Source: an optimization exercise on an open RTL-to-GDS flow (aim: small area, a short achievable clock period and few clock cycles). Production flows keep margins and buffers that such runs may drop. Only simulation tests tie the RTL to the original design; equivalence was not proved.

$ cat flow/config.mk
export PLATFORM = sky130hd
export DESIGN_NAME = search_top
export DESIGN_NICKNAME = search_top
export VERILOG_FILES = /design/flow/design.v
export SDC_FILE = /design/flow/constraint.sdc
export NUM_CORES = 4
export LEC_CHECK = 0
export CAP_MARGIN = 20
export CORE_MARGIN = 2
export CORE_UTILIZATION = 40
export SLEW_MARGIN = 20
$ cat flow/constraint.sdc
create_clock -name core_clock -period 14.0 [get_ports {clk_100mhz}]
set_input_delay 2.8000 -clock core_clock [delete_from_list [all_inputs] [get_ports {clk_100mhz}]]
set_output_delay 2.8000 -clock core_clock [all_outputs]
set_load 0.01 [all_outputs]
$ cat flow/design.v
package search_pkg;
  typedef logic [15:0] coord_t;
  typedef logic [15:0] vertex_id_t;
  typedef logic [39:0] dist_t;
  typedef logic [7:0] k_t;
  typedef logic [1:0] op_t;
  localparam op_t op_query = 2'd0;
  localparam op_t op_vertex = 2'd1;
  localparam op_t op_end = 2'd2;
endpackage
`timescale 1ns/1ps
module query_decode
#(
  parameter int DIM = 4,
  parameter int PQ_LENGTH = 5,
  parameter int IN_DEPTH = 4
) (
  input  logic                      clk_100mhz,
  input  logic                      sys_rst,
  input  logic                      in_valid,
  input  search_pkg::op_t                       in_op,
  input  logic [$clog2(DIM)-1:0]    in_index,
  input  search_pkg::coord_t                    in_data,
  input  search_pkg::vertex_id_t                in_id,
  input  logic                      drain_busy,
  output logic                      in_credit,
  output logic                      cand_valid,
  output search_pkg::vertex_id_t                cand_id,
  output search_pkg::coord_t [DIM-1:0]          cand_coords,
  output search_pkg::coord_t [DIM-1:0]          query_coords,
  output logic                      cand_end,
  output search_pkg::k_t                        cand_k
);
  localparam int PTR_W = (IN_DEPTH > 1) ? $clog2(IN_DEPTH) : 1;
  localparam int CNT_W = $clog2(IN_DEPTH + 1);
  localparam int IDX_W = $clog2(DIM);
  search_pkg::op_t              buf_op    [IN_DEPTH];
  logic [IDX_W-1:0] buf_index [IN_DEPTH];
  search_pkg::coord_t           buf_data  [IN_DEPTH];
  search_pkg::vertex_id_t       buf_id    [IN_DEPTH];
  logic [PTR_W-1:0] wr_ptr;
  logic [PTR_W-1:0] rd_ptr;
  logic [CNT_W-1:0] buf_count;
  search_pkg::op_t              head_op;
  logic [IDX_W-1:0] head_index;
  search_pkg::coord_t           head_data;
  search_pkg::vertex_id_t       head_id;
  logic pop;
  search_pkg::k_t   raw_k;
  search_pkg::k_t   req_k;
  assign head_op    = buf_op[rd_ptr];
  assign head_index = buf_index[rd_ptr];
  assign head_data  = buf_data[rd_ptr];
  assign head_id    = buf_id[rd_ptr];
  assign pop = (buf_count != '0) && !drain_busy;
  always_comb begin
    raw_k = head_data[8-1:0];
    req_k = raw_k;
    if (raw_k == '0) begin
      req_k = 8'(1);
    end else if (raw_k > 8'(PQ_LENGTH)) begin
      req_k = 8'(PQ_LENGTH);
    end
  end
  always_ff @(posedge clk_100mhz) begin
    if (in_valid) begin
      buf_op[wr_ptr]    <= in_op;
      buf_index[wr_ptr] <= in_index;
      buf_data[wr_ptr]  <= in_data;
      buf_id[wr_ptr]    <= in_id;
    end
  end
  always_ff @(posedge clk_100mhz) begin
    if (sys_rst) begin
      wr_ptr    <= '0;
      rd_ptr    <= '0;
      buf_count <= '0;
      in_credit <= 1'b0;
    end else begin
      if (in_valid) begin
        wr_ptr <= (wr_ptr == PTR_W'(IN_DEPTH - 1)) ? '0 : wr_ptr + 1'b1;
      end
      if (pop) begin
        rd_ptr <= (rd_ptr == PTR_W'(IN_DEPTH - 1)) ? '0 : rd_ptr + 1'b1;
      end
      buf_count <= buf_count + CNT_W'(in_valid) - CNT_W'(pop);
      in_credit <= pop;
    end
  end
  always_ff @(posedge clk_100mhz) begin
    if (sys_rst) begin
      query_coords <= '0;
      cand_valid   <= 1'b0;
      cand_end     <= 1'b0;
    end else begin
      cand_valid <= 1'b0;
      cand_end   <= 1'b0;
      if (pop) begin
        case (head_op)
          search_pkg::op_query:  query_coords[head_index] <= head_data;
          search_pkg::op_vertex: cand_valid <= (head_index == IDX_W'(DIM - 1));
          search_pkg::op_end: begin
            cand_valid <= 1'b1;
            cand_end   <= 1'b1;
          end
          default: ;
        endcase
      end
    end
  end
  always_ff @(posedge clk_100mhz) begin
    if (pop && head_op == search_pkg::op_vertex) begin
      cand_coords[head_index] <= head_data;
      cand_id                 <= head_id;
    end
    if (pop && head_op == search_pkg::op_end) begin
      cand_k <= req_k;
    end
  end
endmodule
`timescale 1ns/1ps
module distance_unit
#(
  parameter int DIM = 4
) (
  input  logic             clk_100mhz,
  input  logic             sys_rst,
  input  logic             cand_valid,
  input  search_pkg::vertex_id_t       cand_id,
  input  search_pkg::coord_t [DIM-1:0] cand_coords,
  input  search_pkg::coord_t [DIM-1:0] query_coords,
  input  logic             cand_end,
  input  search_pkg::k_t               cand_k,
  output logic             dist_valid,
  output search_pkg::vertex_id_t       dist_id,
  output search_pkg::dist_t            dist_value,
  output logic             dist_end,
  output search_pkg::k_t               dist_k
);
  search_pkg::coord_t [DIM-1:0] s1_diff;
  search_pkg::vertex_id_t       s1_id;
  search_pkg::k_t               s1_k;
  logic             s1_valid;
  logic             s1_end;
  search_pkg::dist_t sum_sq;
  always_ff @(posedge clk_100mhz) begin
    for (int i = 0; i < DIM; i++) begin
      if (cand_coords[i] >= query_coords[i]) begin
        s1_diff[i] <= cand_coords[i] - query_coords[i];
      end else begin
        s1_diff[i] <= query_coords[i] - cand_coords[i];
      end
    end
    s1_id <= cand_id;
    s1_k  <= cand_k;
  end
  always_comb begin
    logic [2*16-1:0] sq;
    sum_sq = '0;
    for (int i = 0; i < DIM; i++) begin
      sq     = s1_diff[i] * s1_diff[i];
      sum_sq = sum_sq + 40'(sq);
    end
  end
  always_ff @(posedge clk_100mhz) begin
    dist_value <= sum_sq;
    dist_id    <= s1_id;
    dist_k     <= s1_k;
  end
  always_ff @(posedge clk_100mhz) begin
    if (sys_rst) begin
      s1_valid   <= 1'b0;
      s1_end     <= 1'b0;
      dist_valid <= 1'b0;
      dist_end   <= 1'b0;
    end else begin
      s1_valid   <= cand_valid;
      s1_end     <= cand_valid && cand_end;
      dist_valid <= s1_valid;
      dist_end   <= s1_end;
    end
  end
endmodule
`timescale 1ns/1ps
module topk_queue
#(
  parameter int PQ_LENGTH = 5
) (
  input  logic                             clk_100mhz,
  input  logic                             sys_rst,
  input  logic                             ins_valid,
  input  search_pkg::vertex_id_t                       ins_id,
  input  search_pkg::dist_t                            ins_dist,
  input  logic                             q_clear,
  output search_pkg::vertex_id_t [PQ_LENGTH-1:0]       q_ids,
  output search_pkg::dist_t [PQ_LENGTH-1:0]            q_dists,
  output logic [$clog2(PQ_LENGTH+1)-1:0]   q_count
);
  localparam int CNT_W = $clog2(PQ_LENGTH + 1);
  logic [CNT_W-1:0] ins_pos;
  logic             ins_take;
  always_comb begin
    ins_pos = '0;
    for (int i = 0; i < PQ_LENGTH; i++) begin
      if (CNT_W'(i) < q_count && q_dists[i] <= ins_dist) begin
        ins_pos = ins_pos + 1'b1;
      end
    end
  end
  assign ins_take = ins_valid && (ins_pos != CNT_W'(PQ_LENGTH));
  always_ff @(posedge clk_100mhz) begin
    if (ins_take) begin
      for (int i = PQ_LENGTH - 1; i > 0; i--) begin
        if (CNT_W'(i) > ins_pos) begin
          q_ids[i]   <= q_ids[i-1];
          q_dists[i] <= q_dists[i-1];
        end
      end
      q_ids[ins_pos]   <= ins_id;
      q_dists[ins_pos] <= ins_dist;
    end
  end
  always_ff @(posedge clk_100mhz) begin
    if (sys_rst) begin
      q_count <= '0;
    end else if (q_clear) begin
      q_count <= '0;
    end else if (ins_take && q_count != CNT_W'(PQ_LENGTH)) begin
      q_count <= q_count + 1'b1;
    end
  end
endmodule
`timescale 1ns/1ps
module result_drain
#(
  parameter int PQ_LENGTH = 5,
  parameter int OUT_CREDITS = 2
) (
  input  logic                             clk_100mhz,
  input  logic                             sys_rst,
  input  logic                             dist_valid,
  input  logic                             dist_end,
  input  search_pkg::k_t                               dist_k,
  input  search_pkg::vertex_id_t [PQ_LENGTH-1:0]       q_ids,
  input  search_pkg::dist_t [PQ_LENGTH-1:0]            q_dists,
  input  logic [$clog2(PQ_LENGTH+1)-1:0]   q_count,
  input  logic                             out_credit,
  output logic                             res_valid,
  output search_pkg::vertex_id_t                       res_id,
  output search_pkg::dist_t                            res_dist,
  output logic                             res_last,
  output logic                             drain_busy,
  output logic                             q_clear
);
  localparam int CRED_W = $clog2(OUT_CREDITS + 1);
  localparam int IDX_W = $clog2(PQ_LENGTH);
  typedef enum logic [1:0] {
    idle,
    emit,
    done
  } drain_state_t;
  drain_state_t      state;
  search_pkg::k_t                beats_left;
  logic [IDX_W-1:0]  rd_idx;
  logic [CRED_W-1:0] credits;
  search_pkg::k_t fill_k;
  search_pkg::k_t take_k;
  assign fill_k = 8'(q_count);
  assign take_k = (dist_k < fill_k) ? dist_k : fill_k;
  assign res_valid = (state == emit) && (beats_left != '0) && (credits != '0);
  assign res_last  = res_valid && (beats_left == 8'(1));
  assign res_id    = q_ids[rd_idx];
  assign res_dist  = q_dists[rd_idx];
  assign drain_busy = (state != idle);
  assign q_clear    = (state == done);
  always_ff @(posedge clk_100mhz) begin
    if (sys_rst) begin
      state      <= idle;
      beats_left <= '0;
      rd_idx     <= '0;
      credits    <= CRED_W'(OUT_CREDITS);
    end else begin
      credits <= credits - CRED_W'(res_valid) + CRED_W'(out_credit);
      case (state)
        idle: begin
          rd_idx <= '0;
          if (dist_valid && dist_end) begin
            beats_left <= take_k;
            state      <= emit;
          end
        end
        emit: begin
          if (res_valid) begin
            beats_left <= beats_left - 1'b1;
            if (!res_last) begin
              rd_idx <= rd_idx + 1'b1;
            end
          end
          if (beats_left == '0 || res_last) begin
            state <= done;
          end
        end
        done: begin
          state <= idle;
        end
        default: state <= idle;
      endcase
    end
  end
endmodule
`timescale 1ns/1ps
module search_top
#(
  parameter int DIM = 4,
  parameter int PQ_LENGTH = 5,
  parameter int IN_DEPTH = 4,
  parameter int OUT_CREDITS = 2
) (
  input  logic                   clk_100mhz,
  input  logic                   sys_rst,
  input  logic                   in_valid,
  input  search_pkg::op_t                    in_op,
  input  logic [$clog2(DIM)-1:0] in_index,
  input  search_pkg::coord_t                 in_data,
  input  search_pkg::vertex_id_t             in_id,
  output logic                   in_credit,
  output logic                   res_valid,
  output search_pkg::vertex_id_t             res_id,
  output search_pkg::dist_t                  res_dist,
  output logic                   res_last,
  input  logic                   out_credit
);
  localparam int CNT_W = $clog2(PQ_LENGTH + 1);
  logic             cand_valid;
  search_pkg::vertex_id_t       cand_id;
  search_pkg::coord_t [DIM-1:0] cand_coords;
  search_pkg::coord_t [DIM-1:0] query_coords;
  logic             cand_end;
  search_pkg::k_t               cand_k;
  logic       dist_valid;
  search_pkg::vertex_id_t dist_id;
  search_pkg::dist_t      dist_value;
  logic       dist_end;
  search_pkg::k_t         dist_k;
  search_pkg::vertex_id_t [PQ_LENGTH-1:0] q_ids;
  search_pkg::dist_t [PQ_LENGTH-1:0]      q_dists;
  logic [CNT_W-1:0]           q_count;
  logic drain_busy;
  logic q_clear;
  query_decode #(
    .DIM(DIM),
    .PQ_LENGTH(PQ_LENGTH),
    .IN_DEPTH(IN_DEPTH)
  ) decode0 (
    .clk_100mhz(clk_100mhz),
    .sys_rst(sys_rst),
    .in_valid(in_valid),
    .in_op(in_op),
    .in_index(in_index),
    .in_data(in_data),
    .in_id(in_id),
    .drain_busy(drain_busy),
    .in_credit(in_credit),
    .cand_valid(cand_valid),
    .cand_id(cand_id),
    .cand_coords(cand_coords),
    .query_coords(query_coords),
    .cand_end(cand_end),
    .cand_k(cand_k)
  );
  distance_unit #(
    .DIM(DIM)
  ) exec0 (
    .clk_100mhz(clk_100mhz),
    .sys_rst(sys_rst),
    .cand_valid(cand_valid),
    .cand_id(cand_id),
    .cand_coords(cand_coords),
    .query_coords(query_coords),
    .cand_end(cand_end),
    .cand_k(cand_k),
    .dist_valid(dist_valid),
    .dist_id(dist_id),
    .dist_value(dist_value),
    .dist_end(dist_end),
    .dist_k(dist_k)
  );
  topk_queue #(
    .PQ_LENGTH(PQ_LENGTH)
  ) queue0 (
    .clk_100mhz(clk_100mhz),
    .sys_rst(sys_rst),
    .ins_valid(dist_valid && !dist_end),
    .ins_id(dist_id),
    .ins_dist(dist_value),
    .q_clear(q_clear),
    .q_ids(q_ids),
    .q_dists(q_dists),
    .q_count(q_count)
  );
  result_drain #(
    .PQ_LENGTH(PQ_LENGTH),
    .OUT_CREDITS(OUT_CREDITS)
  ) drain0 (
    .clk_100mhz(clk_100mhz),
    .sys_rst(sys_rst),
    .dist_valid(dist_valid),
    .dist_end(dist_end),
    .dist_k(dist_k),
    .q_ids(q_ids),
    .q_dists(q_dists),
    .q_count(q_count),
    .out_credit(out_credit),
    .res_valid(res_valid),
    .res_id(res_id),
    .res_dist(res_dist),
    .res_last(res_last),
    .drain_busy(drain_busy),
    .q_clear(q_clear)
  );
endmodule
$ cat flow/run.sh
#!/bin/bash
# synth_recipe.tcl (not shown) runs the flow's synth.tcl, then flattens the netlist and writes it again
# the make line also repeats each setting of config.mk as NAME=value (left out here)
make -C /OpenROAD-flow-scripts/flow DESIGN_CONFIG=/design/flow/config.mk WORK_HOME=/design/flow/orfs CLKGATE_MAP_FILE= SYNTH_SCRIPT=/design/flow/synth_recipe.tcl finish
==> results.sh <==
export IMPL_min_delay_start="exec0.s1_id[8]"
export IMPL_ys_flop_type="edfxtp_1"
export IMPL_clock_skew_ns=0.0468
export IMPL_worst_ep_arrival_time_ns=13.81
export IMPL_utilization_pct=43.8
export IMPL_wl_per_cell_um=23.4
export IMPL_synth_top_area_share_pct=22.1
export IMPL_synth_area_leaders="fa_1 22%, edfxtp_1 21%, ha_1 12%"
export IMPL_core_area_mm2=0.185
export IMPL_crit_path_end_kind="flop"
export IMPL_die_y_um=435
export IMPL_slowest_delay_ns=0.67
export IMPL_grt_max_degree=167
export IMPL_overflow=0
export IMPL_cts_path_max_buffers=3
export IMPL_setup_worst_path_start="exec0.s1_diff[9]"
export IMPL_status="complete, no violations"
export IMPL_drtIter0Drc=5116
export IMPL_holdPathStages=0
export IMPL_period_needed_ns=13.25
export IMPL_cap_violations=0
export IMPL_h_tree_depth=3
export IMPL_cts_tree="built"
export IMPL_drc=0
export IMPL_synth_xor_area_share_pct=1.86
export IMPL_synthMuxAreaShare_pct=6.91
export IMPL_min_period_over_period_pct=94.6
export IMPL_start_kind="flop"
export IMPL_via_per_inst=5.54
export IMPL_ys_ff_latch=758
export IMPL_synth_async_sr_flop_share_pct=0
export IMPL_avgSynthCellArea_um2=10.3
export IMPL_wl_um=229000
export IMPL_io_pins=99
export IMPL_num_rows=158
export IMPL_crit_family="adder cells"
export IMPL_slowest_stage="dfxtp_1"
export IMPL_nets=8820
export IMPL_yosys_warnings=4
export IMPL_yosysTopAreaCell="fa_1"
export IMPL_die_area_mm2=0.189
export IMPL_synth_edff_count=512
export IMPL_grt_pass1_vias=56000
export IMPL_crit_required_ns=14.56
export IMPL_setup_slack_ns=0.755
export IMPL_hpwlAfterDp_um=179000
export IMPL_synth_cells=7229
export IMPL_hold_class="flop to flop"
export IMPL_antenna_found_initial=5
export IMPL_syn2layout_area_growth_pct=9.08
export IMPL_grt_setup_unrepaired="false"
export IMPL_ys_types=93
export IMPL_synth_compound_area_share_pct=11.5
export IMPL_clk_pin_slew_worst_paths_ns=0.07
export IMPL_crit_top_cell="fa_1"
export IMPL_slew_viol_final=0
export IMPL_numCtsBuffers=83
export IMPL_vias=54200
export IMPL_fmax_mhz=75.5
export IMPL_die_w_um=435
export IMPL_track_usage_pct=24.0
export IMPL_tns_ns=0
export IMPL_cp_buffers_inverters=10
export IMPL_seq_area_frac_synth_pct=27.3
export IMPL_mappedNetlistArea_mm2=0.0743
export IMPL_r2r_end="exec0.dist_value[34]"
export IMPL_root_buffer="clkbuf_16"
export IMPL_synth_simple_area_share_pct=9.66
export IMPL_ff2ff_path_depth=44
export IMPL_r2r_setup_slack_ns=0.75
export IMPL_pre_cts_ws_ns=0.526
export IMPL_clock_sinks=758
export IMPL_hold_viol_final=0
export IMPL_min_to="exec0.dist_id[8]"
export IMPL_synth_top_family_by_area="adder cells"
export IMPL_clock_latency_ns=0.72
export IMPL_grt_pass1_wl_um=349000
export IMPL_start_util_pct=40.1
export IMPL_slew_headroom_pct=15.2
export IMPL_r2r_start="exec0.s1_diff[9]"
export IMPL_post_cts_buffers=0
export IMPL_worst_pin_slew_ns=1.27
export IMPL_worst_path_max_fanout=14
export IMPL_synth_adder_area_share_pct=34.4
export IMPL_worst_setup_path_type="flop to flop"
export IMPL_gp_congestion=0.981
export IMPL_antenna_left=0
export IMPL_drtPass1Iterations=7
export IMPL_layout_drive_gt1_share_pct=5.97
export IMPL_port_buffer_count=98
export IMPL_setup_viol=0
-- final cells by class --
class	count	area, um^2
Clock inverter	50	602
Clock buffer	104	2260
Sequential cell	758	20300
Fill cell	17700	104000
Timing Repair Buffer	195	1720
Tap cell	2480	3100
Multi-Input combinational cell	4831	47900
Antenna cell	3	7.51
Inverter	1361	5110
-- how the worst max path moves through the flow --
stage / endpoint / slack [ns] / cells after the start
2_1_floorplan: queue0.q_dists[0] / 0.61 / 30
3_3_place_gp: exec0.dist_value[35] / 0.81 / 47
3_5_place_dp: exec0.dist_value[35] / 0.53 / 45
4_1_cts: exec0.dist_value[35] / 0.51 / 45
5_1_grt: exec0.dist_value[35] / 0.02 / 45
6_report: exec0.dist_value[34] / 0.75 / 44
-- state kept, by name (all words and copies together) (netlist names), 16 cells and up, named ones only --
| signal | flops |
|---|---|
| decode0.buf_id | 64 |
| decode0.buf_data | 64 |
| decode0.cand_id | 16 |
| exec0.dist_id | 16 |
| exec0.s1_id | 16 |
| queue0.q_dists | 200 |
| decode0.query_coords | 64 |
| exec0.dist_value | 36 |
| decode0.cand_coords | 64 |
| exec0.s1_diff | 64 |
| queue0.q_ids | 80 |
-- per-layer routing --
layer / part of all wire, % / global-route usage, % / routed length [um] / vias up
met5: 0.030 / 0 / 68 / -
li1: - / - / - / 24500
met2: 45 / 38.0 / 104000 / 2071
met3: 7.2 / 4.18 / 16400 / 472
met4: 4.9 / 9.96 / 11100 / 10
met1: 43 / 32.4 / 97400 / 27100
-- what timing repair did --
action                                  CTS  global route
hold buffers                              0             0
endpoints found under the setup margin    0             3
gates resized for setup                   0             6
-- Yosys cell counts, drive strengths merged (20+ instances only) --
cell type / number
inv: 1361
fa: 820
ha: 730
edfxtp: 512
nand2: 462
mux2i: 300
nor2: 261
and2: 248
dfxtp: 246
a21oi: 239
o21ai: 235
o22ai: 227
clkbuf: 221
a21o: 121
xnor2: 105
a22oi: 103
mux4: 80
nand4: 79
nor3: 71
nor2b: 70
buf: 62
nand3: 58
nand2b: 52
xor2: 48
o21a: 47
o32ai: 38
nor4: 30
mux2: 29
and3: 28
a211oi: 26
a221o: 22
a31oi: 22
o221ai: 22
o21bai: 20
-- kinds of logic (layout without fill, tap and decap cells) --
| family | Yosys count | after routing |
|---|---|---|
| AOI/OAI and AO/OA | 1281 | 1281 |
| and+or+nand+nor | 1433 | 1433 |
| adders and majority gates | 1550 | 1550 |
| xor gates and xnor gates | 153 | 153 |
| muxes | 409 | 409 |
| buffers and inverters | 1644 | 1710 |
| DFF | 758 | 758 |
| other | 1 | 8 |
-- cells in the final DEF, fill, tap and decap left out, drive strengths merged, types with 26 or more instances in the layout --
cell type and instances:
xor2 48, a22oi 103, nand2b 52, edfxtp 512, inv 1367, o22ai 227, mux2 29, ha 730
o21ai 235, a21oi 239, nand4 79, clkbuf 104, o21a 47, o32ai 38, and2 248, fa 820
nor3 71, nor2b 70, clkinv 30, nand3 58, clkdlybuf4s50 97, mux4 80, nor2 261, nor4 30
xnor2 105, buf 98, a21o 121, dfxtp 246, a211oi 26, nand2 462, mux2i 300, and3 28
-- stage by stage --
stage	hold slack (ns)	cell area [um^2]	instances
6_report	0.320	81000	9782
5_1_grt	0.329	81000	9780
4_1_cts	0.322	81000	9779
3_5_place_dp	0.312	78100	9625
3_3_place_gp	0.310	78100	9623
2_1_floorplan	0.310	74300	7233
Testbench counts, summed over its fixed seeds: cycles 19,543.

## afterwards: timing with drivers on the ports
No port has a modelled driver above. Below, the same layout with a new extraction and two added sets of constraints.
Step 1 sets driving cells, clkbuf_16 on the clock port and buf_2 on the other inputs (assumed; they add their load-dependent delay and slew).
Step 2 times the ports against the registers' clock, not the clock port: input delays grow and output delays shrink by t, the midpoint of the rising clock arrivals with the driver on.
a / b / c = ideal / step 1 / step 2; a / b = the first two.
t, ns: 0.776
setup slack, ns: 0.755 / 0.755 / 0.755
latest minus earliest clock arrival (ns): 0.047 / 0.047
worst slew at a driven data input, ns: 0.12
After both steps this run still meets setup and hold. For this run, drivers alone change the setup slack by 0.000 ns; drivers and shift together by 0.000 ns.
